Source: an optimization exercise on an open RTL-to-GDS flow (aim: small area). Production flows keep margins and buffers that such runs may drop. Function was checked by simulation only, so behaviour that the tests miss may differ from the original. No activity file was given, so power comes from the tool's default toggle rates.

File: flow/run.sh
#!/bin/bash
# Standard ORFS layout with plain port buffers (not delay cells) and a clock tree of
# smaller buffers without dummy loads. Each step's full log stays in orfs/logs/.
set -euo pipefail
bash standard.sh \
  "BUFFER_PORTS_ARGS=-buffer_cell sky130_fd_sc_hd__buf_1" \
  "CTS_ARGS=-sink_clustering_enable -repair_clock_nets -dont_use_dummy_load -buf_list sky130_fd_sc_hd__clkbuf_8 -sink_clustering_size 20 -sink_clustering_max_diameter 45" \
  finish > make_finish.log 2>&1
File: standard.sh
#!/bin/bash
# synth_recipe.tcl (not shown) runs the flow's synth.tcl, then flattens the netlist and writes it again
# the make line also repeats each setting of config.mk as NAME=value (left out here)
make -C /OpenROAD-flow-scripts/flow DESIGN_CONFIG=/design/flow/config.mk WORK_HOME=/design/flow/orfs CLKGATE_MAP_FILE= SYNTH_SCRIPT=/design/flow/synth_recipe.tcl "${@:-finish}"
File: config.mk
export PLATFORM = sky130hd
export DESIGN_NAME = wb_regfile
export DESIGN_NICKNAME = wb_regfile
export VERILOG_FILES = /design/flow/design.v
export SDC_FILE = /design/flow/constraint.sdc
export NUM_CORES = 4
export LEC_CHECK = 0
export CAP_MARGIN = 20
export CORE_MARGIN = 2
export CORE_UTILIZATION = 40
export SETUP_SLACK_MARGIN = 0.2
export SLEW_MARGIN = 20
export SYNTH_HIERARCHICAL = 1
export SYNTH_MINIMUM_KEEP_SIZE = 0
File: constraint.sdc
create_clock -name core_clock -period 6.5 [get_ports {clk}]
set_input_delay 1.3000 -clock core_clock [delete_from_list [all_inputs] [get_ports {clk}]]
set_output_delay 1.3000 -clock core_clock [all_outputs]
set_load 0.01 [all_outputs]
File: design.v
module wb_regfile #(
    parameter logic [31:0] RESET_VAL = 32'h0000_0000,
    parameter bit          BYPASS_EN = 1'b1
) (
    input  logic        clk,
    input  logic        reset,
    input  logic [31:0] IR_W,
    input  logic [31:0] PC_W,
    input  logic [31:0] PC8_W,
    input  logic [31:0] AO_W,
    input  logic [31:0] MDO_W,
    input  logic [31:0] DR_W,
    input  logic [4:0]  A1,
    input  logic [4:0]  A2,
    output logic [31:0] RD1,
    output logic [31:0] RD2,
    output logic        WE_W,
    output logic [4:0]  WA_W,
    output logic [31:0] WD_W
);
    localparam logic [5:0] OP_SPECIAL = 6'h00, OP_JAL  = 6'h03, OP_ADDIU = 6'h09,
                           OP_SLTI    = 6'h0a, OP_SLTIU = 6'h0b, OP_ANDI = 6'h0c,
                           OP_ORI     = 6'h0d, OP_XORI = 6'h0e, OP_LUI   = 6'h0f,
                           OP_LB      = 6'h20, OP_LH   = 6'h21, OP_LW    = 6'h23,
                           OP_LBU     = 6'h24, OP_LHU  = 6'h25;
    localparam logic [5:0] F_SLL  = 6'h00, F_SRL  = 6'h02, F_SRA  = 6'h03, F_SLLV = 6'h04,
                           F_SRLV = 6'h06, F_SRAV = 6'h07, F_JALR = 6'h09, F_MFHI = 6'h10,
                           F_MFLO = 6'h12, F_ADDU = 6'h21, F_SUBU = 6'h23, F_AND  = 6'h24,
                           F_OR   = 6'h25, F_XOR  = 6'h26, F_NOR  = 6'h27, F_SLT  = 6'h2a,
                           F_SLTU = 6'h2b;
    logic [31:1][31:0] r_regs;
    logic [5:0]  w_op;
    logic [5:0]  w_funct;
    logic [4:0]  w_rt;
    logic [4:0]  w_rd;
    logic        w_unused;
    assign w_op     = IR_W[31:26];
    assign w_funct  = IR_W[5:0];
    assign w_rt     = IR_W[20:16];
    assign w_rd     = IR_W[15:11];
    assign w_unused = ^{PC_W, IR_W[25:21], IR_W[10:6]};
    logic w_wr_rd, w_wr_rt, w_jal;
    always_comb begin
        w_wr_rd = 1'b0;
        if (w_op == OP_SPECIAL) begin
            case (w_funct)
                F_SLL, F_SRL, F_SRA, F_SLLV, F_SRLV, F_SRAV, F_ADDU, F_SUBU,
                F_AND, F_OR, F_XOR, F_NOR, F_SLT, F_SLTU, F_JALR, F_MFHI, F_MFLO:
                    w_wr_rd = 1'b1;
                default: w_wr_rd = 1'b0;
            endcase
        end
        case (w_op)
            OP_ADDIU, OP_ANDI, OP_ORI, OP_XORI, OP_LUI, OP_SLTI, OP_SLTIU,
            OP_LW, OP_LH, OP_LHU, OP_LB, OP_LBU: w_wr_rt = 1'b1;
            default:                             w_wr_rt = 1'b0;
        endcase
        w_jal = (w_op == OP_JAL);
    end
    assign WE_W = (w_wr_rd && (w_rd != 5'd0)) || (w_wr_rt && (w_rt != 5'd0)) || w_jal;
    assign WA_W = (w_op[5] || w_op[3]) ? w_rt : (w_op[0] ? 5'd31 : w_rd);
    logic [7:0]  w_b;
    logic [15:0] w_h;
    logic [31:0] w_ext;
    always_comb begin
        case (AO_W[1:0])
            2'b00:   w_b = DR_W[7:0];
            2'b01:   w_b = DR_W[15:8];
            2'b10:   w_b = DR_W[23:16];
            default: w_b = DR_W[31:24];
        endcase
        w_h = AO_W[1] ? DR_W[31:16] : DR_W[15:0];
        if (w_op[1])      w_ext = DR_W;
        else if (w_op[0]) w_ext = {{16{w_h[15] & ~w_op[2]}}, w_h};
        else              w_ext = {{24{w_b[7] & ~w_op[2]}}, w_b};
        if (w_op[5])                          WD_W = w_ext;
        else if (w_op[3])                     WD_W = AO_W;
        else if (w_op[0])                     WD_W = PC8_W;
        else if (w_funct[4])                  WD_W = MDO_W;
        else if (w_funct[3] && !w_funct[5])   WD_W = PC8_W;
        else                                  WD_W = AO_W;
    end
    logic [31:0] w_ld_data;
    logic [31:1] w_ld, w_ld_n;
    logic [31:1][31:0] w_next;
    assign w_ld_data = reset ? RESET_VAL : WD_W;
    always_comb begin
        for (int i = 1; i < 32; i++) begin
            w_ld[i]   = reset | (w_wr_rd && (w_rd == i[4:0])) || (w_wr_rt && (w_rt == i[4:0])) ||
                        (w_jal && (i == 31));
            w_ld_n[i] = !w_ld[i];
        end
    end
    for (genvar g = 1; g < 32; g++) begin : g_row
        wb_rf_hold u_hold (.q(r_regs[g]), .d(w_ld_data), .ld(w_ld[g]), .ld_n(w_ld_n[g]),
                           .y(w_next[g]));
    end
    always_ff @(posedge clk) begin
        r_regs <= w_next;
    end
    function automatic logic byp_hit(input logic [4:0] a, input logic wr_rd, input logic wr_rt,
                                     input logic jal, input logic [4:0] rd,
                                     input logic [4:0] rt);
        byp_hit = (a != 5'd0) && ((wr_rd && (a == rd)) || (wr_rt && (a == rt)) ||
                                  (jal && (a == 5'd31)));
    endfunction
    logic        w_byp1, w_byp2;
    logic [31:1] w_sel1, w_sel2;
    assign w_byp1 = BYPASS_EN && byp_hit(A1, w_wr_rd, w_wr_rt, w_jal, w_rd, w_rt);
    assign w_byp2 = BYPASS_EN && byp_hit(A2, w_wr_rd, w_wr_rt, w_jal, w_rd, w_rt);
    always_comb begin
        for (int i = 1; i < 32; i++) begin
            w_sel1[i] = (A1 == i[4:0]);
            w_sel2[i] = (A2 == i[4:0]);
        end
    end
    logic [10:0][31:0] w_t1, w_t2;
    for (genvar g = 0; g < 10; g++) begin : g_aoi
        wb_rf_aoi222 u_p1 (.a0(r_regs[3*g+1]), .a1(r_regs[3*g+2]), .a2(r_regs[3*g+3]),
                           .s0(w_sel1[3*g+1]), .s1(w_sel1[3*g+2]), .s2(w_sel1[3*g+3]),
                           .y(w_t1[g]));
        wb_rf_aoi222 u_p2 (.a0(r_regs[3*g+1]), .a1(r_regs[3*g+2]), .a2(r_regs[3*g+3]),
                           .s0(w_sel2[3*g+1]), .s1(w_sel2[3*g+2]), .s2(w_sel2[3*g+3]),
                           .y(w_t2[g]));
    end
    assign w_t1[10] = ~(r_regs[31] & {32{w_sel1[31]}});
    assign w_t2[10] = ~(r_regs[31] & {32{w_sel2[31]}});
    logic [31:0] w_rf1, w_rf2;
    always_comb begin
        w_rf1 = '0;
        w_rf2 = '0;
        for (int i = 0; i < 11; i++) begin
            w_rf1 = w_rf1 | ~w_t1[i];
            w_rf2 = w_rf2 | ~w_t2[i];
        end
    end
    assign RD1 = w_byp1 ? WD_W : w_rf1;
    assign RD2 = w_byp2 ? WD_W : w_rf2;
endmodule
module wb_rf_hold (
    input  logic [31:0] q,
    input  logic [31:0] d,
    input  logic        ld,
    input  logic        ld_n,
    output logic [31:0] y
);
    assign y = (q & {32{ld_n}}) | (d & {32{ld}});
endmodule
module wb_rf_aoi222 (
    input  logic [31:0] a0,
    input  logic [31:0] a1,
    input  logic [31:0] a2,
    input  logic        s0,
    input  logic        s1,
    input  logic        s2,
    output logic [31:0] y
);
    assign y = ~((a0 & {32{s0}}) | (a1 & {32{s1}}) | (a2 & {32{s2}}));
endmodule
==> notes.md, run 1 <==
status=no timing/DRC/antenna violations; I/O Buffers=approximately 260; max reg flops=between 900 and 1000; leading area contributor after synthesis=dfxtp_1; Fill cells=between 10000 and 15000; post-CTS sizing=0; placed cell area=around 46000 um2; max-cap violations=0; unique cell type count in the Yosys netlist=63; drt drc=0; worst skew pair latency=around 0.80 ns; first-pass GRT wire length=287000 um; Pleak=18.0 nW; Rel. slew slack=between 10% and 20%; Final Hold Vio Count=0; asr flop ratio synth=0%; H-tree depth=4; CP max FO=25; Clock transition at path regs=around 0.060 ns; share of layout cells above drive strength 1=between 10 and 15%; 1st-iter DRT viols=10633; clk sinks=approximately 990; Slew Limit Fails=0; Post-CTS Setup Inserts=0; Clock Tree Buf Depth=3; Setup-failing EPs final=0; sequential share of the synthesized area=44.2%; fmax=between 150 and 200 MHz; count leader, synth=dfxtp_1; power per cell area=around 280 nW/um2; maximum vdd drop=between 0.1 and 0.15 mV; Setup crit start kind=primary input; I/O pins=between 300 and 400; Ys Warns=7; Mapped Area=45000 um2; area grow syn2layout=7.49%; Tcrit/Tclk final=a little under 100%; Routed WL=206000 um; number of global-route vias before repair=between 30000 and 40000; syn avg cell area=between 10 and 15 um2; EDFF count, synth=0; Switch Pwr=4.18 mW; Core Area=about 110000 um2; area share of the largest cell type after synthesis=44.2%; post-route minimum period=6.31 ns; top post-synthesis cells by area=dfxtp_1, a22o_1, a222oi_1; synth cell count leaders=dfxtp_1, a22o_1, a222oi_1, buf_6, nand4_1; top flop regs=r_regs x992; syn_nets=4183; unrepaired setup endpoints after global routing=no; # hold bufs at CTS=0; actual slew at the worst max-slew pin=1.25 ns; Reg power frac=~53%; CP Data Required Time=5.20 ns; Internal=~9.4 mW; Biggest register=r_regs; Overflow after GRT=0; largest net degree at the start of global routing=just under 50; vias after detailed routing=approximately 43000; first drt pass iteration count=14; Antenna Violating Nets Remaining=0; Sw Ratio=between 30% and 40%; #FFs+latches synth=992; CP Capture Type=primary output; worst-case clock skew=0 ns; Initial Util=between 40% and 50%; post-route cell area=48300 um2; die width=339 um; top_reg_cell synth=dfxtp_1; area of the die=115000 um2; Worst EP arrival=5.01 ns; root buffer cell=clkbuf_8; Final Wtd Congestion=between 0.9 and 1; dpl hpwl=129000 um; WL per Instance=36.5 um; final net count=around 4400; GRT Total Usage=roughly 34%; worst hold path type=flip-flop to flip-flop; Cell Rows=~120; Chip Height=~340 um; Clk network pwr share=29.9%; CTS Buf Count=around 130; antenna violations before repair=24; combinational fraction of design power=~17%; setup TNS=0 ns; Via density=approximately 7.6; TritonCTS clock tree=yes; Setup CP Type=primary input to primary output; Cells after Synth=3979
## per-stage QoR
step / worst slack [ns] / power (mW) / instances / util [%] / hold WS (ns)
finish: 0.189 / 13.6 / 5654 / 43.5 / 0.509
global route: 0.287 / 13.9 / 5648 / 43.5 / 0.517
CTS: 0.506 / 13.4 / 5644 / 43.5 / 0.503
detailed placement: 0.510 / 9.49 / 5511 / 41.8 / 0.486
global placement: 0.573 / 9.44 / 5506 / 41.7 / 0.480
floorplan: 1.81 / 8.60 / 3979 / - / 0.469
## placed cells by master (no fill, tap or decap), types with 19 or more instances in the layout
cell type / Yosys / layout
nor2_2: 0 / 33
nor2_1: 110 / 19
nor2b_1: 24 / 19
a221o_2: 0 / 24
buf_1: 6 / 260
nand2_1: 119 / 119
a22o_2: 62 / 62
dfxtp_1: 992 / 992
inv_1: 60 / 60
a21oi_1: 41 / 41
nand4_1: 130 / 130
a2111oi_0: 55 / 54
mux2i_1: 74 / 74
clkbuf_8: 0 / 133
a222oi_1: 640 / 640
buf_4: 3 / 216
nor2_4: 1 / 59
a22o_1: 934 / 934
## Yosys stat by module, one instance, submodules excluded
module	copies in the design	flip-flops and latches
wb_rf_aoi222	20	0
wb_regfile	1	992
wb_rf_hold	31	0
## path summary, 6_finish.rpt
path | startpoint | endpoint | slack, ns | depth (start not counted)
setup / recovery | A1[1] | RD1[15] | 0.19 | 10
hold reg to reg | r_regs[379]$_DFF_P_ | r_regs[379]$_DFF_P_ | 0.51 | 1
hold / removal | r_regs[379]$_DFF_P_ | r_regs[379]$_DFF_P_ | 0.51 | 1
setup reg to reg | r_regs[799]$_DFF_P_ | r_regs[799]$_DFF_P_ | 5.80 | 1
## power by group through the flow
| stage | sequential (mW) | clock (mW) | combinational, mW |
|---|---|---|---|
| CTS | 7.19 | 4.07 | 2.18 |
| global placement | 7.30 | 0 | 2.14 |
| detailed placement | 7.32 | 0 | 2.17 |
| floorplan | 7.20 | 0 | 1.40 |
| global route | 7.29 | 4.30 | 2.33 |
| finish | 7.23 | 4.06 | 2.27 |
## cell families (layout without fill, tap and decap cells)
group,after synthesis,count (layout),share of synthesized area [%]
xor+xnor,20,20,0.390
compound gates,1879,1879,38.1
buf+inv,508,685,9.62
mux,93,93,2.15
simple gates,487,487,5.54
other cells,0,10,0
flops,992,992,44.2
## cell type report
cell class              instances  area (um2)  area share (%)
diodes                         10        25.0          0.0518
clock buffers                 133        1830            3.79
flip-flops and latches        992       19900            41.1
well taps                    1488        1860            3.85
repair buffers                491        2890            5.99
inverters                      61         229           0.474
multi-input cells            2479       21600            44.8
## critical path: stages
cell       delay, ns
buf_1           0.30
nand2b_1        0.53
buf_4           0.26
nor2_4          0.19
buf_4           0.28
a222oi_1        0.31
nand4_1         0.29
a2111oi_0       0.84
mux2i_1         0.44
buf_1           0.24
## metal layers
metal / global-route usage, % / vias to the layer above / part of all wire (%)
li1: - / 17468 / -
met1: 43.2 / 20889 / 37
met2: 49.4 / 3664 / 42
met3: 13.1 / 698 / 15
met4: 15.6 / 24 / 4.9
met5: 0.735 / - / 0.12
==> run 2: changes to the inputs <==
==> flow/run.sh (replaced) <==
#!/bin/bash
# Standard ORFS layout with plain port buffers (not delay cells) and a clock tree of
# smaller buffers without dummy loads. Each step's full log stays in orfs/logs/.
set -euo pipefail
bash standard.sh \
  "BUFFER_PORTS_ARGS=-buffer_cell sky130_fd_sc_hd__buf_1" \
  "CTS_ARGS=-sink_clustering_enable -repair_clock_nets -dont_use_dummy_load -buf_list sky130_fd_sc_hd__clkbuf_16 -sink_clustering_size 24 -sink_clustering_max_diameter 100" \
  finish > make_finish.log 2>&1
==> notes.md, run 2 <==
dpl hpwl=129000 um (unchanged); Rel. slew slack=13.7% (was 16.6%); area share of the largest cell type after synthesis=44.2% (unchanged); worst skew pair latency=0.64 ns (was 0.80 ns); metal3 WL=30900 um (was 31800 um); share of layout cells above drive strength 1=12.6% (was 14.4%); area of the die=115000 um2 (unchanged); setup TNS=0 ns (unchanged); I/O pins=306 (unchanged); TritonCTS clock tree=yes (unchanged); # hold bufs at CTS=0 (unchanged); Max Used Layer=met5 (unchanged); Slew Limit Fails=0 (unchanged); Setup-failing EPs final=0 (unchanged); Setup CP Type=primary input to primary output (unchanged); vias after detailed routing=42441 (was 42743); asr flop ratio synth=0% (unchanged); most common cell after layout, fill and taps aside=dfxtp_1 (unchanged); Via density=7.62 (was 7.56); Clock transition at path regs=0.10 ns (was 0.06 ns); Tcrit/Tclk final=96.4% (was 97.1%); Final Hold Vio Count=0 (unchanged); I/O Buffers=263 (unchanged); post-route minimum period=6.26 ns (was 6.31 ns); CTS Buf Count=48 (was 133); die width=339 um (unchanged); Final Wtd Congestion=0.979 (unchanged); EDFF count, synth=0 (unchanged); count leader, synth=dfxtp_1 (unchanged); CP Data Required Time=5.20 ns (about the same); DRT met1 WL=77800 um (was 77300 um); final net count=4277 (was 4362); Mapped Area=45000 um2 (unchanged); root buffer cell=clkbuf_16 (was clkbuf_8); GRT Total Usage=33.2% (was 33.6%); most frequent cells in the layout=dfxtp_1, a22o_1, a222oi_1 (unchanged); Pleak=17.7 nW (was 18.0 nW); drt drc=0 (unchanged); fmax=160 MHz (was 158 MHz); syn_nets=4183 (unchanged); actual slew at the worst max-slew pin=1.29 ns (was 1.25 ns); area grow syn2layout=6.09% (was 7.49%); Initial Util=40.5% (unchanged); maximum vdd drop=0.256 mV (was 0.125 mV); Worst EP arrival=4.96 ns (was 5.01 ns); post-route cell area=47700 um2 (was 48300 um2); syn avg cell area=11.3 um2 (unchanged); Ys Warns=7 (unchanged); Cell Rows=122 (unchanged); Chip Height=339 um (unchanged); H-tree depth=2 (was 4); unrepaired setup endpoints after global routing=no (unchanged); top flop regs=r_regs x992 (unchanged); clk sinks=992 (unchanged); CP max FO=21 (was 25); first drt pass iteration count=14 (unchanged); antenna violations before repair=18 (was 24); post-CTS sizing=0 (unchanged); max-cap violations=0 (unchanged); Clock Tree Buf Depth=3 (unchanged); first-pass GRT wire length=285000 um (was 287000 um); number of global-route vias before repair=38626 (was 39556); worst hold path type=flip-flop to flip-flop (unchanged); power per cell area=269 nW/um2 (was 280 nW/um2); Antenna Violating Nets Remaining=0 (unchanged); Core Area=111000 um2 (unchanged); top post-synthesis cells by area=dfxtp_1, a22o_1, a222oi_1 (unchanged); unique cell type count in the Yosys netlist=63 (unchanged); max reg flops=992 (unchanged); Met2 Wirelength=86700 um (about the same); synth cell count leaders=dfxtp_1, a22o_1, a222oi_1, buf_6, nand4_1 (unchanged); 1st-iter DRT viols=10748 (was 10633); Setup crit start kind=primary input (unchanged); largest net degree at the start of global routing=49 (unchanged); #FFs+latches synth=992 (unchanged); worst-case clock skew=0 ns (unchanged); Post-CTS Setup Inserts=0 (unchanged); Routed WL=205000 um (was 206000 um); Biggest register=r_regs (unchanged); Fill cells=10603 (was 10622); Cells after Synth=3979 (unchanged); status=no timing/DRC/antenna violations (unchanged); sequential share of the synthesized area=44.2% (unchanged); placed cell area=46500 um2 (unchanged); Overflow after GRT=0 (unchanged); top_reg_cell synth=dfxtp_1 (unchanged); WL per Instance=36.8 um (was 36.5 um); leading area contributor after synthesis=dfxtp_1 (unchanged); CP Capture Type=primary output (unchanged)
-- run 2: logic make-up after synthesis --
family	Yosys count	synth area share (%)
muxes	93	2.15
buffers and inverters	508	9.62
xor gates and xnor gates	20	0.390
AOI/OAI and AO/OA	1879	38.1
DFF	992	44.2
and+or+nand+nor	487	5.54
-- run 2: path summary, 6_finish.rpt --
check                      start                  end  slack (ns)  cells past startpoint
max                        A1[0]              RD1[16]        0.24                     10
min          r_regs[988]$_DFF_P_  r_regs[988]$_DFF_P_        0.52                      1
max reg2reg  r_regs[512]$_DFF_P_  r_regs[512]$_DFF_P_        5.80                      1
min reg2reg  r_regs[988]$_DFF_P_  r_regs[988]$_DFF_P_        0.52                      1
-- run 2: power breakdown --
part	switching [mW]	total [mW]	internal (mW)
logic	1.43	2.27	0.835
registers	0.502	7.22	6.72
clock network	2.04	3.36	1.32
total	3.97	12.8	8.88
-- run 2: stage by stage --
| stage | total power [mW] | util (%) | std cells | hold WS, ns | worst slack, ns |
|---|---|---|---|---|---|
| 2_1_floorplan | 8.60 | - | 3979 | 0.469 | 1.81 |
| 3_3_place_gp | 9.44 | 41.7 | 5506 | 0.480 | 0.573 |
| 3_5_place_dp | 9.49 | 41.8 | 5511 | 0.486 | 0.510 |
| 4_1_cts | 12.7 | 42.9 | 5559 | 0.512 | 0.506 |
| 5_1_grt | 13.2 | 42.9 | 5561 | 0.525 | 0.275 |
| 6_report | 12.8 | 42.9 | 5569 | 0.515 | 0.236 |
-- run 2: metal layers --
layer | GRT usage (%) | vias up
met2 | 49.6 | 3635
met3 | 11.7 | 640
li1 | - | 17307
met4 | 13.2 | 20
met5 | 0 | -
met1 | 43.5 | 20839
-- run 2: modules after synthesis (local to each module, per instance) --
module | cell area (um2) | flip-flops and latches
wb_regfile | 26000 | 992
wb_rf_aoi222 | 403 | 0
wb_rf_hold | 350 | 0
-- run 2: critical path, cell delays in order --
cell       delay, ns
buf_1           0.29
nand2b_1        0.36
buf_4           0.30
nor2_4          0.22
buf_4           0.30
a222oi_1        0.41
nand4_1         0.27
a2111oi_0       0.83
mux2i_1         0.42
buf_1           0.23
-- run 2: area by class of cell --
class,count,area (um2),area share [%]
Antenna cell,10,25.0,0.0525
Sequential cell,992,19900,41.6
Tap cell,1488,1860,3.90
Timing Repair Buffer,491,2890,6.07
Clock buffer,48,1200,2.52
Multi-Input combinational cell,2479,21600,45.3
Inverter,61,229,0.480
==> run 3: changes to the inputs <==
==> flow/run.sh (replaced) <==
#!/bin/bash
# Standard ORFS layout with plain port buffers (not delay cells) and a clock tree of
# smaller buffers without dummy loads. Each step's full log stays in orfs/logs/.
set -euo pipefail
bash standard.sh \
  "BUFFER_PORTS_ARGS=-buffer_cell sky130_fd_sc_hd__buf_1" \
  "CTS_ARGS=-sink_clustering_enable -repair_clock_nets -dont_use_dummy_load -buf_list sky130_fd_sc_hd__clkbuf_16 -sink_clustering_size 30 -sink_clustering_max_diameter 55" \
  finish > make_finish.log 2>&1
--- a/config.mk
+++ b/config.mk
@@ -5,10 +5,11 @@
 export SDC_FILE = /design/flow/constraint.sdc
 export NUM_CORES = 4
 export LEC_CHECK = 0
-export CAP_MARGIN = 20
+export CAP_MARGIN = 10
 export CORE_MARGIN = 2
 export CORE_UTILIZATION = 40
+export PLACE_DENSITY = 0.75
 export SETUP_SLACK_MARGIN = 0.2
-export SLEW_MARGIN = 20
+export SLEW_MARGIN = 10
 export SYNTH_HIERARCHICAL = 1
 export SYNTH_MINIMUM_KEEP_SIZE = 0
==> notes.md, run 3 <==
root buffer cell=clkbuf_16 (unchanged); combinational fraction of design power=16.6% (was 17.7%); H-tree depth=3 (was 2); I/O Buffers=263 (unchanged); Via density=7.77 (was 7.62); CP Capture Type=primary output (unchanged); vias after detailed routing=43605 (was 42441); Clock transition at path regs=0.05 ns (was 0.10 ns); number of global-route vias before repair=39972 (was 38626); Post-CTS Setup Inserts=0 (unchanged); sequential share of the synthesized area=44.2% (unchanged); worst-case clock skew=0 ns (unchanged); final net count=4321 (was 4277); unique cell type count in the Yosys netlist=63 (unchanged); Pleak=18.1 nW (was 17.7 nW); #FFs+latches synth=992 (unchanged); I/O pins=306 (unchanged); Sw Ratio=29.8% (was 30.9%); most common cell after layout, fill and taps aside=dfxtp_1 (unchanged); Slew Limit Fails=0 (unchanged); die width=339 um (unchanged); Tcrit/Tclk final=96.7% (was 96.4%); Cell Rows=122 (unchanged); busiest grt layer=met2 (unchanged); Clock Tree Buf Depth=3 (unchanged); first drt pass iteration count=17 (was 14); Setup-failing EPs final=0 (unchanged); maximum vdd drop=0.191 mV (was 0.256 mV); max reg flops=992 (unchanged); Core Area=111000 um2 (unchanged); syn_nets=4183 (unchanged); fmax=159 MHz (was 160 MHz); Worst EP arrival=4.98 ns (was 4.96 ns); post-route cell area=48300 um2 (was 47700 um2); Final Hold Vio Count=0 (unchanged); Initial Util=40.5% (unchanged); asr flop ratio synth=0% (unchanged); most frequent cells in the layout=dfxtp_1, a22o_1, a222oi_1 (unchanged); unrepaired setup endpoints after global routing=no (unchanged); worst hold path type=flip-flop to flip-flop (unchanged); post-CTS sizing=0 (unchanged); CP Data Required Time=5.20 ns (about the same); share of layout cells above drive strength 1=13.1% (was 12.6%); # hold bufs at CTS=0 (unchanged); GR met3 Demand/Resource=14.3% (was 11.7%); Final Wtd Congestion=1.03 (was 0.979); setup TNS=0 ns (unchanged); GR Util met1=39.2% (was 43.5%); CTS Buf Count=77 (was 48); Rel. slew slack=8.75% (was 13.7%); count leader, synth=dfxtp_1 (unchanged); status=no timing/DRC/antenna violations (unchanged); top post-synthesis cells by area=dfxtp_1, a22o_1, a222oi_1 (unchanged); TritonCTS clock tree=yes (unchanged); Fill cells=10491 (was 10603); Clk network pwr share=30.8% (was 26.2%); dpl hpwl=124000 um (was 129000 um); first-pass GRT wire length=276000 um (was 285000 um); Mapped Area=45000 um2 (unchanged); smallest hold slack=0.508 ns (was 0.515 ns); Cells after Synth=3979 (unchanged); syn avg cell area=11.3 um2 (unchanged); area of the die=115000 um2 (unchanged); Setup CP Type=primary input to primary output (unchanged); placed cell area=46400 um2 (was 46500 um2); Overflow after GRT=0 (unchanged); worst skew pair latency=0.62 ns (was 0.64 ns); Internal=9.66 mW (was 8.88 mW); Switch Pwr=4.10 mW (was 3.97 mW); max-cap violations=0 (unchanged); clk sinks=992 (unchanged); top_reg_cell synth=dfxtp_1 (unchanged); Setup crit start kind=primary input (unchanged); largest net degree at the start of global routing=47 (was 49); Antenna Violating Nets Remaining=0 (unchanged); post-route minimum period=6.28 ns (was 6.26 ns); met2 Usage GRT=46.2% (was 49.6%); drt drc=0 (unchanged); Chip Height=339 um (unchanged); leading area contributor after synthesis=dfxtp_1 (unchanged); EDFF count, synth=0 (unchanged); power per cell area=285 nW/um2 (was 269 nW/um2); 1st-iter DRT viols=12210 (was 10748); WL per Instance=35.1 um (was 36.8 um); Reg power frac=52.6% (was 56.2%); GRT Total Usage=31.6% (was 33.2%); synth cell count leaders=dfxtp_1, a22o_1, a222oi_1, buf_6, nand4_1 (unchanged); area share of the largest cell type after synthesis=44.2% (unchanged); CP max FO=29 (was 21); antenna violations before repair=19 (was 18); Routed WL=197000 um (was 205000 um); top flop regs=r_regs x992 (unchanged); Biggest register=r_regs (unchanged); actual slew at the worst max-slew pin=1.37 ns (was 1.29 ns); Ys Warns=7 (unchanged); area grow syn2layout=7.50% (was 6.09%)
run 3: worst paths after layout:
check                           slack (ns)             endpoint  cells past startpoint                start
worst max-delay path                  0.22              RD1[27]                      8                A1[3]
worst min-delay path                  0.51  r_regs[587]$_DFF_P_                      1  r_regs[587]$_DFF_P_
worst max register to register        5.78   r_regs[38]$_DFF_P_                      1   r_regs[38]$_DFF_P_
worst min register to register        0.51  r_regs[587]$_DFF_P_                      1  r_regs[587]$_DFF_P_
run 3: metal layers:
layer / vias up / part of all wire [%]
met2: 4346 / 41
met3: 885 / 18
li1: 17386 / -
met5: - / 0.094
met4: 18 / 5.9
met1: 20970 / 35
run 3: critical path, stage by stage:
cell and delay, ns:
buf_1 0.60, nand3_1 0.51, nor2_4 1.12, a222oi_1 0.30, nand4_1 0.31, a2111oi_0 0.12
mux2i_1 0.49, buf_1 0.23
run 3: through the flow:
| stage | power (mW) | util (%) | setup WS (ns) | instances |
|---|---|---|---|---|
| after CTS | 13.6 | 43.5 | 0.481 | 5603 |
| after global routing | 14.1 | 43.5 | 0.340 | 5606 |
| after detailed placement | 9.49 | 41.7 | 0.471 | 5526 |
| after floorplan | 8.60 | - | 1.81 | 3979 |
| final | 13.8 | 43.5 | 0.215 | 5613 |
| after global placement | 9.41 | 41.7 | 0.504 | 5526 |
run 3: layout make-up:
cell class | count | area [um2] | area share, %
diodes | 10 | 25.0 | 0.0518
clock buffers | 77 | 1930 | 3.99
inverters | 61 | 229 | 0.474
multi-input cells | 2479 | 21500 | 44.5
flip-flops and latches | 992 | 19900 | 41.1
well taps | 1488 | 1860 | 3.85
repair buffers | 506 | 2930 | 6.07
run 3: logic make-up (layout without fill, tap and decap cells):
logic type             count (synthesis)  after routing  synth area share (%)
multiplexers                          93             93                  2.15
flip-flops                           992            992                  44.2
other                                  0             10                     0
XOR/XNOR                              20             20                 0.390
AND/OR/NAND/NOR                      487            487                  5.54
AO/OA/AOI/OAI                       1879           1879                  38.1
buffers and inverters                508            644                  9.62
run 3: modules after synthesis (local to each module, per instance):
module | cell area [um2] | copies in the design | flops+latches | cells inside
wb_rf_hold | 350 | 31 | 0 | 38
wb_rf_aoi222 | 403 | 20 | 0 | 41
wb_regfile | 26000 | 1 | 992 | 1981
run 3: power groups by stage:
stage                     registers [mW]  clock network [mW]  logic (mW)
after CTS                           7.20                4.20        2.16
after detailed placement            7.33                   0        2.16
after global placement              7.29                   0        2.12
after floorplan                     7.20                   0        1.40
final                               7.24                4.24        2.28
after global routing                7.29                4.44        2.33
==> run 4: changes to the inputs <==
--- a/design.v
+++ b/design.v
@@ -80,10 +80,13 @@
         else if (w_funct[3] && !w_funct[5])   WD_W = PC8_W;
         else                                  WD_W = AO_W;
     end
+    logic        r_phase;
     logic [31:0] w_ld_data;
+    logic [31:0] w_wx;
     logic [31:1] w_ld, w_ld_n;
     logic [31:1][31:0] w_next;
     assign w_ld_data = reset ? RESET_VAL : WD_W;
+    assign w_wx      = w_ld_data ^ {32{r_phase}};
     always_comb begin
         for (int i = 1; i < 32; i++) begin
             w_ld[i]   = reset | (w_wr_rd && (w_rd == i[4:0])) || (w_wr_rt && (w_rt == i[4:0])) ||
@@ -92,11 +95,12 @@
         end
     end
     for (genvar g = 1; g < 32; g++) begin : g_row
-        wb_rf_hold u_hold (.q(r_regs[g]), .d(w_ld_data), .ld(w_ld[g]), .ld_n(w_ld_n[g]),
+        wb_rf_hold u_hold (.q(r_regs[g]), .d(w_wx), .ld(w_ld[g]), .ld_n(w_ld_n[g]),
                            .y(w_next[g]));
     end
     always_ff @(posedge clk) begin
-        r_regs <= w_next;
+        r_phase <= !r_phase;
+        r_regs  <= w_next;
     end
     function automatic logic byp_hit(input logic [4:0] a, input logic wr_rd, input logic wr_rt,
                                      input logic jal, input logic [4:0] rd,
@@ -134,8 +138,11 @@
             w_rf2 = w_rf2 | ~w_t2[i];
         end
     end
-    assign RD1 = w_byp1 ? WD_W : w_rf1;
-    assign RD2 = w_byp2 ? WD_W : w_rf2;
+    logic w_ph1, w_ph2;
+    assign w_ph1 = r_phase && (A1 != 5'd0);
+    assign w_ph2 = r_phase && (A2 != 5'd0);
+    assign RD1 = w_byp1 ? WD_W : (w_rf1 ^ {32{w_ph1}});
+    assign RD2 = w_byp2 ? WD_W : (w_rf2 ^ {32{w_ph2}});
 endmodule
 module wb_rf_hold (
     input  logic [31:0] q,
@@ -144,7 +151,7 @@
     input  logic        ld_n,
     output logic [31:0] y
 );
-    assign y = (q & {32{ld_n}}) | (d & {32{ld}});
+    assign y = ~((q | {32{ld}}) & (d | {32{ld_n}}));
 endmodule
 module wb_rf_aoi222 (
     input  logic [31:0] a0,
==> flow/run.sh (replaced) <==
#!/bin/bash
# Standard ORFS layout with plain port buffers (not delay cells) and a clock tree of
# smaller buffers without dummy loads. Each step's full log stays in orfs/logs/.
set -euo pipefail
bash standard.sh \
  "BUFFER_PORTS_ARGS=-buffer_cell sky130_fd_sc_hd__buf_1" \
  "CTS_ARGS=-sink_clustering_enable -repair_clock_nets -dont_use_dummy_load -buf_list sky130_fd_sc_hd__clkbuf_16 -sink_clustering_size 24 -sink_clustering_max_diameter 100" \
  finish > make_finish.log 2>&1
==> config.mk (replaced) <==
export PLATFORM = sky130hd
export DESIGN_NAME = wb_regfile
export DESIGN_NICKNAME = wb_regfile
export VERILOG_FILES = /design/flow/design.v
export SDC_FILE = /design/flow/constraint.sdc
export NUM_CORES = 4
export LEC_CHECK = 0
export CAP_MARGIN = 20
export CORE_MARGIN = 2
export CORE_UTILIZATION = 40
export SETUP_SLACK_MARGIN = 0.35
export SLEW_MARGIN = 20
export SYNTH_HIERARCHICAL = 1
export SYNTH_MINIMUM_KEEP_SIZE = 0
==> notes.md, run 4 <==
status=no timing/DRC/antenna violations (unchanged); share of layout cells above drive strength 1=12.8% (was 13.1%); first-pass GRT wire length=297000 um (was 276000 um); root buffer cell=clkbuf_16 (unchanged); Worst Hold Launch=r_regs[985]$_DFF_P_ (was r_regs[587]$_DFF_P_); top flop regs=r_regs x992, r_phase x1 (was r_regs x992); Via density=7.79 (was 7.77); H-tree depth=2 (was 3); 1st-iter DRT viols=11879 (was 12210); CP max FO=12 (was 29); CP max stage cell=nand4_1 (was nor2_4); synth cell count leaders=o22ai_1, dfxtp_1, a222oi_1, buf_6, buf_2 (was dfxtp_1, a22o_1, a222oi_1, buf_6, nand4_1); worst skew pair latency=0.66 ns (was 0.62 ns); most used cell, CP=buf_1 (unchanged); unique cell type count in the Yosys netlist=71 (was 63); most common cell after layout, fill and taps aside=o22ai_1 (was dfxtp_1); Final Hold Vio Count=0 (unchanged); actual slew at the worst max-slew pin=1.26 ns (was 1.37 ns); Clock Tree Buf Depth=3 (unchanged); Chip Height=332 um (was 339 um); Mapped Area=42900 um2 (was 45000 um2); Core Area=107000 um2 (was 111000 um2); most frequent cells in the layout=o22ai_1, dfxtp_1, a222oi_1 (was dfxtp_1, a22o_1, a222oi_1); max-cap violations=0 (unchanged); leading area contributor after synthesis=dfxtp_1 (unchanged); Ys Warns=7 (unchanged); cell family with most CP delay=simple AND/OR/NAND/NOR gates (unchanged); die width=332 um (was 339 um); setup TNS=0 ns (unchanged); Worst EP arrival=4.82 ns (was 4.98 ns); Antenna Violating Nets Remaining=0 (unchanged); placed cell area=45800 um2 (was 46400 um2); top post-synthesis cells by area=dfxtp_1, a222oi_1, o22ai_1 (was dfxtp_1, a22o_1, a222oi_1); top_reg_cell synth=dfxtp_1 (unchanged); GRT Total Usage=36.6% (was 31.6%); Setup crit start kind=primary input (unchanged); power per cell area=285 nW/um2 (about the same); drt drc=0 (unchanged); Worst Setup SP=A1[0] (was A1[3]); syn avg cell area=10.4 um2 (was 11.3 um2); CTS Buf Count=49 (was 77); Setup CP Type=primary input to primary output (unchanged); Rel. slew slack=15.6% (was 8.75%); post-route minimum period=6.12 ns (was 6.28 ns); sequential share of the synthesized area=46.3% (was 44.2%); worst hold path type=flip-flop to flip-flop (unchanged); unrepaired setup endpoints after global routing=yes (was no); area share of the largest cell type after synthesis=46.3% (was 44.2%); count leader, synth=o22ai_1 (was dfxtp_1); Clock transition at path regs=0.10 ns (was 0.05 ns); post-route cell area=47100 um2 (was 48300 um2); asr flop ratio synth=0% (unchanged); Slew Limit Fails=0 (unchanged); Tcrit/Tclk final=94.1% (was 96.7%); WL per Instance=37.7 um (was 35.1 um); Overflow after GRT=0 (unchanged); Cell Rows=120 (was 122); #FFs+latches synth=993 (was 992); I/O pins=306 (unchanged); maximum vdd drop=0.212 mV (was 0.191 mV); largest net degree at the start of global routing=33 (was 47); Cells after Synth=4114 (was 3979); Pwr Total=13.4 mW (was 13.8 mW); Post-CTS Setup Inserts=0 (unchanged); max incr delay on CP=0.72 ns (was 1.12 ns); Final Wtd Congestion=1.02 (was 1.03); max reg flops=992 (unchanged); vias after detailed routing=44305 (was 43605); CP Capture Type=primary output (unchanged); Initial Util=40.2% (was 40.5%); Biggest register=r_regs (unchanged); Routed WL=214000 um (was 197000 um); number of global-route vias before repair=40671 (was 39972); first drt pass iteration count=13 (was 17); I/O Buffers=263 (unchanged); dpl hpwl=140000 um (was 124000 um); Fill cells=10225 (was 10491); Pleak=16.5 nW (was 18.1 nW); TritonCTS clock tree=yes (unchanged); Worst Path Buf+Inv=4 (was 2); Setup-failing EPs final=0 (unchanged); EDFF count, synth=0 (unchanged); Critical Path, Cell by Cell=buf_1 -> or2_4 -> nor2_2 -> buf_12 -> a222oi_1 -> nand4_1 -> a2111oi_2 -> buf_4 -> xnor2_1 -> mux2i_1 -> buf_1 (was buf_1 -> nand3_1 -> nor2_4 -> a222oi_1 -> nand4_1 -> a2111oi_0 -> mux2i_1 -> buf_1); CP Data Required Time=5.20 ns (about the same); fmax=163 MHz (was 159 MHz); worst-case clock skew=0.0565 ns (was 0 ns); final net count=4491 (was 4321); reg2reg start=r_phase$_DFF_P_ (was r_regs[38]$_DFF_P_); clk sinks=993 (was 992); antenna violations before repair=15 (was 19); area of the die=110000 um2 (was 115000 um2); syn_nets=4318 (was 4183); area grow syn2layout=9.80% (was 7.50%)
## run 4: changes by cell type in the layout (fill, tap and decap cells not counted), moves of 38 or more
cell / delta
a22o_1: -934
a22o_2: -62
o22ai_1: +994
nor2_1: +38
buf_4: +55
xnor2_1: +62
## run 4: worst register-to-register path: stages, from the launching register on
cell      delay (ns)
dfxtp_1         0.49
clkinv_2        0.52
buf_4           0.57
xnor2_2         1.00
buf_4           0.42
o22ai_1         0.13
## run 4: layer usage
metal | GRT usage, % | up-vias | routed length (um)
met1 | 45.9 | 21670 | 77300
met5 | 1.43 | - | 347
li1 | - | 17931 | -
met3 | 13.0 | 751 | 32600
met4 | 25.8 | 24 | 17300
met2 | 51.8 | 3929 | 86800
## run 4: final timing paths
kind | slack [ns] | end | cells after the start
worst max-delay path | 0.38 | RD1[6] | 11
worst min-delay path | 0.47 | r_regs[985]$_DFF_P_ | 1
worst max register to register | 3.21 | r_regs[46]$_DFF_P_ | 5
worst min register to register | 0.47 | r_regs[985]$_DFF_P_ | 1
## run 4: modules after synthesis (local to each module, per instance)
| module | copies in the design | area, um2 | flip-flops and latches | cells |
|---|---|---|---|---|
| wb_regfile | 1 | 27100 | 993 | 2116 |
| wb_rf_aoi222 | 20 | 403 | 0 | 41 |
| wb_rf_hold | 31 | 251 | 0 | 38 |
## run 4: kinds of logic after synthesis
family	after synthesis	synth area share, %
flops	993	46.3
compound gates	1957	34.8
xor+xnor	114	2.33
simple gates	465	5.57
buf+inv	497	8.86
mux	88	2.11
## run 4: through the flow
| stage | hold slack, ns | cells | worst slack, ns | util (%) |
|---|---|---|---|---|
| 5_1_grt | 0.483 | 5688 | 0.332 | 44.1 |
| 6_report | 0.471 | 5691 | 0.384 | 44.1 |
| 3_3_place_gp | 0.444 | 5635 | 0.263 | 42.8 |
| 3_5_place_dp | 0.455 | 5638 | 0.248 | 42.9 |
| 2_1_floorplan | 0.435 | 4114 | 1.92 | - |
| 4_1_cts | 0.467 | 5687 | 0.381 | 44.0 |
## run 4: timing repair
| action | CTS | global route |
|---|---|---|
| resized for setup | 3 | 21 |
| pin swaps | 0 | 6 |
| endpoints found under the setup margin | 3 | 29 |
| hold buffers | 0 | 0 |
## run 4: where the power goes
group / switching, mW / leakage, nW / internal (mW)
logic: 1.73 / 7.52 / 0.914
registers: 0.576 / 8.35 / 6.84
clock network: 2.02 / 0.604 / 1.35
total: 4.32 / 16.5 / 9.10
## run 4: cell type report
class                   instances  area, um2  area share (%)
diodes                          3       7.51          0.0159
flip-flops and latches        993      19900            42.2
multi-input cells            2624      20500            43.5
clock buffers                  49       1230            2.60
repair buffers                576       3610            7.67
well taps                    1403       1760            3.73
inverters                      43        163           0.345
==> run 5: changes to the inputs <==
--- a/config.mk
+++ b/config.mk
@@ -8,7 +8,7 @@
 export CAP_MARGIN = 20
 export CORE_MARGIN = 2
 export CORE_UTILIZATION = 40
-export SETUP_SLACK_MARGIN = 0.35
+export SETUP_SLACK_MARGIN = 0.2
 export SLEW_MARGIN = 20
 export SYNTH_HIERARCHICAL = 1
 export SYNTH_MINIMUM_KEEP_SIZE = 0
==> notes.md, run 5 <==
Clock Tree Buf Depth=3 (unchanged); Setup crit start kind=primary input (unchanged); WL per Instance=37.7 um (about the same); reg2reg start=r_phase$_DFF_P_ (unchanged); top_reg_cell synth=dfxtp_1 (unchanged); Final Wtd Congestion=1.02 (unchanged); leading area contributor after synthesis=dfxtp_1 (unchanged); largest net degree at the start of global routing=33 (unchanged); Cells after Synth=4114 (unchanged); antenna violations before repair=16 (was 15); TritonCTS clock tree=yes (unchanged); H-tree depth=2 (unchanged); Pwr Total=13.4 mW (about the same); most used cell, CP=buf_1 (unchanged); Met2 Wirelength=86400 um (was 86800 um); pre-CTS setup slack=0.248 ns (unchanged); metal3 WL=33800 um (was 32600 um); Via density=7.80 (was 7.79); fmax=158 MHz (was 163 MHz); count leader, synth=o22ai_1 (unchanged); area grow syn2layout=9.75% (was 9.80%); synth cell count leaders=o22ai_1, dfxtp_1, a222oi_1, buf_6, buf_2 (unchanged); power per cell area=285 nW/um2 (about the same); Worst Hold Launch=r_regs[985]$_DFF_P_ (unchanged); CP Capture Type=primary output (unchanged); CP max FO=17 (was 12); CTS Buf Count=49 (unchanged); worst skew pair latency=0.66 ns (about the same); Setup-failing EPs final=0 (unchanged); I/O pins=306 (unchanged); DRT met1 WL=76400 um (was 77300 um); most common cell after layout, fill and taps aside=o22ai_1 (unchanged); Pleak=16.5 nW (about the same); # hold bufs at CTS=0 (unchanged); area share of the largest cell type after synthesis=46.3% (unchanged); Biggest register=r_regs (unchanged); Overflow after GRT=0 (unchanged); drt drc=0 (unchanged); CP Data Required Time=5.20 ns (about the same); max-cap violations=0 (unchanged); Initial Util=40.2% (unchanged); EDFF count, synth=0 (unchanged); Cell Rows=120 (unchanged); number of global-route vias before repair=40607 (was 40671); unique cell type count in the Yosys netlist=71 (unchanged); Setup CP Type=primary input to primary output (unchanged); 1st-iter DRT viols=12239 (was 11879); setup TNS=0 ns (unchanged); Clock transition at path regs=0.10 ns (about the same); Post-CTS Setup Inserts=0 (unchanged); vias after detailed routing=44479 (was 44305); Chip Height=332 um (unchanged); status=no timing/DRC/antenna violations (unchanged); Final Hold Vio Count=0 (unchanged); multi-input logic area=20400 um2 (was 20500 um2); die width=332 um (unchanged); Tcrit/Tclk final=97.5% (was 94.1%); CP max stage cell=a2111oi_0 (was nand4_1); post-CTS sizing=0 (was 3); Fill cells=10236 (was 10225); register area=19900 um2 (unchanged); Worst EP arrival=5.04 ns (was 4.82 ns); Ys Warns=7 (unchanged); unrepaired setup endpoints after global routing=no (was yes); Antenna Violating Nets Remaining=0 (unchanged); worst hold path type=flip-flop to flip-flop (unchanged); top post-synthesis cells by area=dfxtp_1, a222oi_1, o22ai_1 (unchanged); R2R Setup Slk=3.17 ns (was 3.21 ns); asr flop ratio synth=0% (unchanged); share of layout cells above drive strength 1=12.7% (was 12.8%); I/O Buffers=263 (unchanged); max reg flops=992 (unchanged); hold depth=1 (unchanged); top flop regs=r_regs x992, r_phase x1 (unchanged); maximum vdd drop=0.212 mV (about the same); Max Used Layer=met5 (unchanged); #FFs+latches synth=993 (unchanged); Mapped Area=42900 um2 (unchanged); syn_nets=4318 (unchanged); dpl hpwl=140000 um (unchanged); root buffer cell=clkbuf_16 (unchanged); sequential share of the synthesized area=46.3% (unchanged); first drt pass iteration count=14 (was 13); post-route minimum period=6.34 ns (was 6.12 ns); first-pass GRT wire length=297000 um (about the same); Core Area=107000 um2 (unchanged); Routed WL=215000 um (was 214000 um); hold endpoint=r_regs[985]$_DFF_P_ (unchanged); syn avg cell area=10.4 um2 (unchanged); actual slew at the worst max-slew pin=1.22 ns (was 1.26 ns); reg2reg path depth=5 (unchanged); area of the die=110000 um2 (unchanged); capture point of the worst reg-to-reg path=r_regs[814]$_DFF_P_ (was r_regs[46]$_DFF_P_); GRT Total Usage=36.6% (about the same); worst-case clock skew=0.0544 ns (was 0.0565 ns); final worst setup slack=0.160 ns (was 0.384 ns); final net count=4491 (unchanged); Rel. slew slack=18.3% (was 15.6%); Critical Path, Cell by Cell=buf_1 -> or3b_2 -> nor2_4 -> buf_4 -> a222oi_1 -> nand4_1 -> a2111oi_0 -> xnor2_1 -> mux2i_1 -> buf_1 (was buf_1 -> or2_4 -> nor2_2 -> buf_12 -> a222oi_1 -> nand4_1 -> a2111oi_2 -> buf_4 -> xnor2_1 -> mux2i_1 -> buf_1); clk sinks=993 (unchanged); Slew Limit Fails=0 (unchanged); most frequent cells in the layout=o22ai_1, dfxtp_1, a222oi_1 (unchanged); smallest hold slack=0.472 ns (was 0.471 ns); max incr delay on CP=0.72 ns (about the same)
[run 5: logic make-up after synthesis]
family,after synthesis,synth area share [%]
buffers and inverters,497,8.86
DFF,993,46.3
xor gates and xnor gates,114,2.33
muxes,88,2.11
AOI/OAI and AO/OA,1957,34.8
and+or+nand+nor,465,5.57
[run 5: where the power goes]
group,total (mW),switching [mW],internal [mW]
Combinational,2.63,1.72,0.909
Sequential,7.41,0.574,6.84
Clock,3.36,2.02,1.35
[run 5: how the worst max path moves through the flow]
stage               slack (ns)      end  start
floorplan                 1.92   RD1[0]  A1[4]
global placement          0.26   RD1[9]  A1[0]
detailed placement        0.25  RD1[12]  A1[4]
CTS                       0.25  RD1[12]  A1[4]
global route              0.24  RD1[27]  A1[2]
finish                    0.16  RD1[14]  A1[4]
[run 5: worst max-delay path, delay by kind of cell]
family,cells,cell delay (ns)
multiplexers,1,0.25
AND/OR/NAND/NOR,3,1.28
buffers and inverters,3,0.95
XOR/XNOR,1,0.11
AO/OA/AOI/OAI,2,1.11
[run 5: through the flow]
stage | cells | utilization, % | area, um2
2_1_floorplan | 4114 | - | 42900
3_3_place_gp | 5635 | 42.8 | 45700
3_5_place_dp | 5638 | 42.9 | 45800
4_1_cts | 5687 | 44.0 | 47000
5_1_grt | 5688 | 44.1 | 47100
6_report | 5701 | 44.1 | 47100
[run 5: final cells by class]
class,instances,area share (%)
multi-input cells,2624,43.4
flip-flops and latches,993,42.2
repair buffers,576,7.66
well taps,1403,3.73
clock buffers,49,2.60
inverters,43,0.345
diodes,13,0.0691
[run 5: Yosys stat by module (local to each module, per instance)]
module | cells | cell area, um2 | times used | flops+latches
wb_rf_aoi222 | 41 | 403 | 20 | 0
wb_rf_hold | 38 | 251 | 31 | 0
wb_regfile | 2116 | 27100 | 1 | 993
[run 5: routing by layer]
layer | track usage, % | vias to the layer above
li1 | - | 17952
met1 | 46.1 | 21583
met2 | 52.0 | 4108
met3 | 13.1 | 818
met4 | 25.3 | 18
met5 | 0.304 | -
==> run 6: changes to the inputs <==
--- a/design.v
+++ b/design.v
@@ -57,6 +57,8 @@
         endcase
         w_jal = (w_op == OP_JAL);
     end
+    logic w_wr;
+    assign w_wr = w_wr_rd || w_wr_rt || w_jal;
     assign WE_W = (w_wr_rd && (w_rd != 5'd0)) || (w_wr_rt && (w_rt != 5'd0)) || w_jal;
     assign WA_W = (w_op[5] || w_op[3]) ? w_rt : (w_op[0] ? 5'd31 : w_rd);
     logic [7:0]  w_b;
@@ -89,8 +91,7 @@
     assign w_wx      = w_ld_data ^ {32{r_phase}};
     always_comb begin
         for (int i = 1; i < 32; i++) begin
-            w_ld[i]   = reset | (w_wr_rd && (w_rd == i[4:0])) || (w_wr_rt && (w_rt == i[4:0])) ||
-                        (w_jal && (i == 31));
+            w_ld[i]   = reset || (w_wr && (WA_W == i[4:0]));
             w_ld_n[i] = !w_ld[i];
         end
     end
==> notes.md, run 6 <==
status=no timing/DRC/antenna violations (unchanged); Setup-failing EPs final=0 (unchanged); post-route minimum period=6.23 ns (was 6.34 ns); first drt pass iteration count=14 (unchanged); count leader, synth=o22ai_1 (unchanged); number of global-route vias before repair=40129 (was 40607); Core Area=106000 um2 (was 107000 um2); area share of the largest cell type after synthesis=46.6% (was 46.3%); antenna violations before repair=28 (was 16); smallest hold slack=0.467 ns (was 0.472 ns); Chip Height=331 um (was 332 um); final worst setup slack=0.269 ns (was 0.160 ns); drt drc=0 (unchanged); Antenna Violating Nets Remaining=0 (unchanged); power per cell area=287 nW/um2 (was 285 nW/um2); setup TNS=0 ns (unchanged); 1st-iter DRT viols=11972 (was 12239); #FFs+latches synth=993 (unchanged); die width=331 um (was 332 um); fmax=160 MHz (was 158 MHz); max incr delay on CP=0.88 ns (was 0.72 ns); pre-CTS setup slack=0.390 ns (was 0.248 ns); root buffer cell=clkbuf_16 (unchanged); Cells after Synth=4063 (was 4114); area grow syn2layout=9.40% (was 9.75%); asr flop ratio synth=0% (unchanged); max-cap violations=0 (unchanged); Biggest register=r_regs (unchanged); CP Data Required Time=5.20 ns (about the same); WL per Instance=37.7 um (about the same); Slew Limit Fails=0 (unchanged); Final Hold Vio Count=0 (unchanged); worst skew pair latency=0.67 ns (was 0.66 ns); CP Capture Type=primary output (unchanged); Clock transition at path regs=0.09 ns (was 0.10 ns); Via density=7.86 (was 7.80); CP max FO=29 (was 17); Ys Warns=7 (unchanged); first-pass GRT wire length=293000 um (was 297000 um); largest net degree at the start of global routing=73 (was 33); top_reg_cell synth=dfxtp_1 (unchanged); GRT Total Usage=36.7% (was 36.6%); top post-synthesis cells by area=dfxtp_1, a222oi_1, o22ai_1 (unchanged); Pleak=16.3 nW (was 16.5 nW); Setup CP Type=primary input to primary output (unchanged); most common cell after layout, fill and taps aside=o22ai_1 (unchanged); syn avg cell area=10.5 um2 (was 10.4 um2); I/O pins=306 (unchanged); I/O Buffers=263 (unchanged); EDFF count, synth=0 (unchanged); worst-case clock skew=0.0663 ns (was 0.0544 ns); Overflow after GRT=0 (unchanged); maximum vdd drop=0.221 mV (was 0.212 mV); CTS Buf Count=47 (was 49); area of the die=109000 um2 (was 110000 um2); Setup crit start kind=primary input (unchanged); Routed WL=212000 um (was 215000 um); syn_nets=4267 (was 4318); Initial Util=40.4% (was 40.2%); Clock Tree Buf Depth=3 (unchanged); final net count=4425 (was 4491); fin util=44.2% (was 44.1%); unique cell type count in the Yosys netlist=67 (was 71); sequential share of the synthesized area=46.6% (was 46.3%); H-tree depth=2 (unchanged); Final Wtd Congestion=0.984 (was 1.02); share of layout cells above drive strength 1=12.7% (about the same); most frequent cells in the layout=o22ai_1, dfxtp_1, a222oi_1 (unchanged); TritonCTS clock tree=yes (unchanged); Worst EP arrival=4.93 ns (was 5.04 ns); unrepaired setup endpoints after global routing=no (unchanged); leading area contributor after synthesis=dfxtp_1 (unchanged); max reg flops=992 (unchanged); worst hold path type=flip-flop to flip-flop (unchanged); vias after detailed routing=44202 (was 44479); clk sinks=993 (unchanged); Rel. slew slack=17.5% (was 18.3%); dpl hpwl=139000 um (was 140000 um); Critical Path, Cell by Cell=buf_1 -> buf_4 -> nand2b_1 -> buf_4 -> nor2_4 -> a222oi_1 -> nand4_1 -> a2111oi_0 -> xnor2_1 -> mux2i_1 -> buf_1 (was buf_1 -> or3b_2 -> nor2_4 -> buf_4 -> a222oi_1 -> nand4_1 -> a2111oi_0 -> xnor2_1 -> mux2i_1 -> buf_1); CP max stage cell=a2111oi_0 (unchanged); top flop regs=r_regs x992, r_phase x1 (unchanged); actual slew at the worst max-slew pin=1.23 ns (was 1.22 ns); Tcrit/Tclk final=95.9% (was 97.5%); synth cell count leaders=o22ai_1, dfxtp_1, a222oi_1, buf_6, buf_2 (unchanged); Cell Rows=119 (was 120); Mapped Area=42700 um2 (was 42900 um2)
run 6: changes by cell type after synthesis, sizes merged, moves of 13 or more:
cell / change
a22oi: -16
a21boi: -13
o21ai: -32
xnor2: -14
o211a: -13
a21o: +34
o211ai: +18
run 6: per-layer routing:
layer / vias up / wire [um] / track usage [%]
li1: 17755 / - / -
met1: 21504 / 76600 / 46.5
met2: 4061 / 84800 / 50.7
met3: 844 / 34600 / 15.5
met4: 38 / 16000 / 23.7
met5: - / 257 / 0
run 6: cell type report:
class | instances | area, um2
fillers | 10175 | 58900
multi-input cells | 2580 | 20100
flip-flops and latches | 993 | 19900
repair buffers | 564 | 3610
well taps | 1391 | 1740
clock buffers | 47 | 1180
inverters | 35 | 133
diodes | 14 | 35.0
run 6: metrics by stage:
step | cell area (um2) | power [mW] | instances
3_5_place_dp | 45300 | 10.0 | 5558
4_1_cts | 46500 | 13.2 | 5605
5_1_grt | 46700 | 13.7 | 5612
3_3_place_gp | 45300 | 9.95 | 5558
2_1_floorplan | 42700 | 8.85 | 4063
6_report | 46700 | 13.4 | 5624
run 6: cell families (layout without fill, tap and decap cells):
kind of cell           after synthesis  after routing  synth area share (%)
AND/OR/NAND/NOR                    451            451                  5.46
AO/OA/AOI/OAI                     1933           1933                  34.8
buffers and inverters              490            646                  8.87
multiplexers                        84             84                  2.04
other                                0             14                     0
XOR/XNOR                           112            112                  2.30
flip-flops                         993            993                  46.6
run 6: Yosys stat by module (local to each module, per instance):
module,flip-flops and latches,copies in the design
wb_regfile,993,1
wb_rf_aoi222,0,20
wb_rf_hold,0,31
run 6: worst paths after layout:
path / startpoint / endpoint / slack (ns) / depth (start not counted)
worst max-delay path: A1[0] / RD1[7] / 0.27 / 11
worst min-delay path: r_regs[991]$_DFF_P_ / r_regs[991]$_DFF_P_ / 0.47 / 1
worst max register to register: r_phase$_DFF_P_ / r_regs[183]$_DFF_P_ / 3.63 / 6
worst min register to register: r_regs[991]$_DFF_P_ / r_regs[991]$_DFF_P_ / 0.47 / 1
run 6: timing repair:
action,CTS,global route
setup endpoints to repair,0,2
gates resized for setup,0,2
hold buffers,0,0
buffers inserted,0,0
run 6: report_power, final:
part	total [mW]	switching (mW)	internal, mW
Clock	3.32	2.02	1.30
Combinational	2.64	1.74	0.901
Sequential	7.43	0.586	6.85
Total	13.4	4.34	9.05
run 6: worst max-delay path, delay by kind of cell:
family / cells / cell delay [ns]
AOI/OAI and AO/OA: 2 / 1.32
xor gates and xnor gates: 1 / 0.20
buffers and inverters: 4 / 0.74
muxes: 1 / 0.37
and+or+nand+nor: 3 / 0.97
==> run 7: changes to the inputs <==
--- a/config.mk
+++ b/config.mk
@@ -7,8 +7,8 @@
 export LEC_CHECK = 0
 export CAP_MARGIN = 20
 export CORE_MARGIN = 2
-export CORE_UTILIZATION = 40
-export SETUP_SLACK_MARGIN = 0.2
+export CORE_UTILIZATION = 55
+export SETUP_SLACK_MARGIN = 0.4
 export SLEW_MARGIN = 20
 export SYNTH_HIERARCHICAL = 1
 export SYNTH_MINIMUM_KEEP_SIZE = 0
==> notes.md, run 7 <==
final net count=4414 (was 4425); EDFF count, synth=0 (unchanged); root buffer cell=clkbuf_16 (unchanged); asr flop ratio synth=0% (unchanged); maximum vdd drop=0.267 mV (was 0.221 mV); Worst EP arrival=4.91 ns (was 4.93 ns); fin util=59.5% (was 44.2%); actual slew at the worst max-slew pin=1.37 ns (was 1.23 ns); area share of the largest cell type after synthesis=46.6% (unchanged); CP Capture Type=primary output (unchanged); CTS Buf Count=47 (unchanged); CP Data Required Time=5.20 ns (about the same); Setup crit start kind=primary input (unchanged); most common cell after layout, fill and taps aside=o22ai_1 (unchanged); unique cell type count in the Yosys netlist=67 (unchanged); Tcrit/Tclk final=95.6% (was 95.9%); power per cell area=289 nW/um2 (was 287 nW/um2); vias after detailed routing=44724 (was 44202); I/O Buffers=263 (unchanged); Clock Tree Buf Depth=3 (unchanged); CP max stage cell=a2111oi_1 (was a2111oi_0); number of global-route vias before repair=41778 (was 40129); first-pass GRT wire length=284000 um (was 293000 um); post-route minimum period=6.21 ns (was 6.23 ns); Pleak=16.2 nW (was 16.3 nW); Setup-failing EPs final=0 (unchanged); 1st-iter DRT viols=12023 (was 11972); top_reg_cell synth=dfxtp_1 (unchanged); #FFs+latches synth=993 (unchanged); syn_nets=4267 (unchanged); sequential share of the synthesized area=46.6% (unchanged); Core Area=77100 um2 (was 106000 um2); Cells after Synth=4063 (unchanged); Final Wtd Congestion=0.985 (was 0.984); worst skew pair latency=0.68 ns (was 0.67 ns); unrepaired setup endpoints after global routing=no (unchanged); dpl hpwl=129000 um (was 139000 um); Clock transition at path regs=0.09 ns (about the same); die width=283 um (was 331 um); Critical Path, Cell by Cell=buf_1 -> nand3b_1 -> nor2_2 -> buf_4 -> a222oi_1 -> nand4_1 -> a2111oi_1 -> buf_4 -> xnor2_1 -> mux2i_1 -> buf_1 (was buf_1 -> buf_4 -> nand2b_1 -> buf_4 -> nor2_4 -> a222oi_1 -> nand4_1 -> a2111oi_0 -> xnor2_1 -> mux2i_1 -> buf_1); Initial Util=55.4% (was 40.4%); synth cell count leaders=o22ai_1, dfxtp_1, a222oi_1, buf_6, buf_2 (unchanged); leading area contributor after synthesis=dfxtp_1 (unchanged); H-tree depth=2 (unchanged); placed cell area=44500 um2 (was 45300 um2); Antenna Violating Nets Remaining=0 (unchanged); drt drc=0 (unchanged); R2R Setup Slk=4.14 ns (was 3.63 ns); Chip Height=283 um (was 331 um); Ys Warns=7 (unchanged); CP max FO=11 (was 29); area of the die=79800 um2 (was 109000 um2); Internal=9.03 mW (was 9.05 mW); Worst Path Buf+Inv=4 (unchanged); count leader, synth=o22ai_1 (unchanged); first drt pass iteration count=23 (was 14); fmax=161 MHz (was 160 MHz); setup TNS=0 ns (unchanged); Overflow after GRT=0 (unchanged); Final Hold Vio Count=0 (unchanged); most frequent cells in the layout=o22ai_1, dfxtp_1, a222oi_1 (unchanged); cell family with most CP delay=simple AND/OR/NAND/NOR gates (was compound AO/OA/AOI/OAI gates); Via density=8.50 (was 7.86); syn avg cell area=10.5 um2 (unchanged); Biggest register=r_regs (unchanged); status=no timing/DRC/antenna violations (unchanged); Mapped Area=42700 um2 (unchanged); Cell Rows=102 (was 119); combinational fraction of design power=19.1% (was 19.7%); Setup CP Type=primary input to primary output (unchanged); TritonCTS clock tree=yes (unchanged); area grow syn2layout=7.54% (was 9.40%); Clk network pwr share=24.7% (was 24.8%); max incr delay on CP=0.76 ns (was 0.88 ns); I/O pins=306 (unchanged); max reg flops=992 (unchanged); worst hold path type=flip-flop to flip-flop (unchanged); clk sinks=993 (unchanged); Slew Limit Fails=0 (unchanged); top post-synthesis cells by area=dfxtp_1, a222oi_1, o22ai_1 (unchanged); Switch Pwr=4.24 mW (was 4.34 mW); Routed WL=205000 um (was 212000 um); Reg power frac=56.2% (was 55.5%); max-cap violations=0 (unchanged); largest net degree at the start of global routing=49 (was 73); worst-case clock skew=0.0869 ns (was 0.0663 ns); antenna violations before repair=14 (was 28); Rel. slew slack=8.51% (was 17.5%); GRT Total Usage=48.3% (was 36.7%); share of layout cells above drive strength 1=12.7% (about the same); top flop regs=r_regs x992, r_phase x1 (unchanged); WL per Instance=39.0 um (was 37.7 um); Sw Ratio=31.9% (was 32.4%); post-route cell area=45900 um2 (was 46700 um2)
-- run 7: kinds of logic (layout without fill, tap and decap cells) --
family	Yosys count	count (layout)	synth area share (%)
other	0	12	0
buffers and inverters	490	632	8.87
multiplexers	84	84	2.04
flip-flops	993	993	46.6
AND/OR/NAND/NOR	451	454	5.46
AO/OA/AOI/OAI	1933	1933	34.8
XOR/XNOR	112	112	2.30
-- run 7: final timing paths --
path                                           from                   to  depth (start not counted)
worst max-delay path                          A2[4]              RD2[19]                         11
worst min-delay path            r_regs[263]$_DFF_P_  r_regs[263]$_DFF_P_                          1
worst max register to register      r_phase$_DFF_P_  r_regs[595]$_DFF_P_                          5
worst min register to register  r_regs[263]$_DFF_P_  r_regs[263]$_DFF_P_                          1
-- run 7: cell type report --
class                           count  area, um2
Tap cell                         1040       1300
Inverter                           35        131
Clock buffer                       47       1180
Timing Repair Buffer              550       3380
Fill cell                        6569      31200
Multi-Input combinational cell   2583      20000
Antenna cell                       12       30.0
Sequential cell                   993      19900
-- run 7: routing by layer --
metal	GRT usage, %	vias to the layer above	wire [um]	part of all wire (%)
li1	-	17697	-	-
met1	58.3	21492	70300	34
met2	69.9	4429	85000	41
met3	20.5	1088	34400	17
met4	31.9	18	15100	7.4
met5	1.34	-	410	0.20
-- run 7: through the flow --
step / std cells / setup WS, ns / power, mW / hold WS (ns)
global placement: 5194 / 0.0508 / 9.76 / 0.444
finish: 5260 / 0.288 / 13.3 / 0.474
detailed placement: 5195 / 0.121 / 9.90 / 0.454
global route: 5250 / 0.382 / 13.5 / 0.490
floorplan: 4063 / 1.72 / 8.85 / 0.435
CTS: 5242 / 0.379 / 13.0 / 0.468
-- run 7: power by group through the flow --
stage                     Clock, mW  Sequential (mW)  Combinational (mW)
final                          3.28             7.45                2.53
after CTS                      3.25             7.41                2.36
after global routing           3.44             7.52                2.59
after global placement            0             7.47                2.29
after detailed placement          0             7.55                2.35
after floorplan                   0             7.40                1.45
-- run 7: what timing repair did --
action                                  CTS  global route
cloned                                    0             3
endpoints found under the setup margin   16            38
hold buffers                              0             0
setup buffers                             0             2
pin swaps                                 0             3
gates resized for setup                  12            24
-- run 7: per-module statistics from Yosys, one instance, submodules excluded --
module        cells inside  flops+latches
wb_regfile            2065            993
wb_rf_aoi222            41              0
wb_rf_hold              38              0

[separate check: timing with driven ports]
How much do the figures lean on ideal ports? The routed layouts below were timed once more, with nothing changed but the port constraints. Step 1 (the two cells are an assumption about what drives the block):
set clk [get_ports {clk}]
set_driving_cell -lib_cell sky130_fd_sc_hd__clkbuf_16 $clk
set_driving_cell -lib_cell sky130_fd_sc_hd__buf_2 [delete_from_list [all_inputs] $clk]
Step 2 adds t to the input delays and takes it off the output delays; t is the mean of the earliest and latest rising clock arrival at the registers after step 1. Input paths then give back, and output paths get back, about the clock's delay inside the block. a / b / c = ideal ports / drivers / drivers and shift; a / b = the first two.
run | shift t [ns] | setup slack, ns | clock arrival spread, ns
run 1 | 0.880 | 0.189 / 0.075 / 0.075 | 0.076 / 0.076
run 2 | 0.713 | 0.236 / 0.120 / 0.120 | 0.045 / 0.044
run 3 | 0.703 | 0.215 / 0.089 / 0.089 | 0.108 / 0.107
run 4 | 0.734 | 0.384 / 0.255 / 0.255 | 0.105 / 0.104
run 5 | 0.736 | 0.160 / 0.010 / 0.010 | 0.102 / 0.102
run 6 | 0.718 | 0.269 / 0.184 / 0.184 | 0.072 / 0.071
run 7 | 0.711 | 0.288 / 0.260 / 0.260 | 0.094 / 0.094
After both steps setup and hold are still met in every run listed. The setup slack of run 5, which loses most, moves by -0.150 ns with the drivers and by -0.150 ns with both steps.
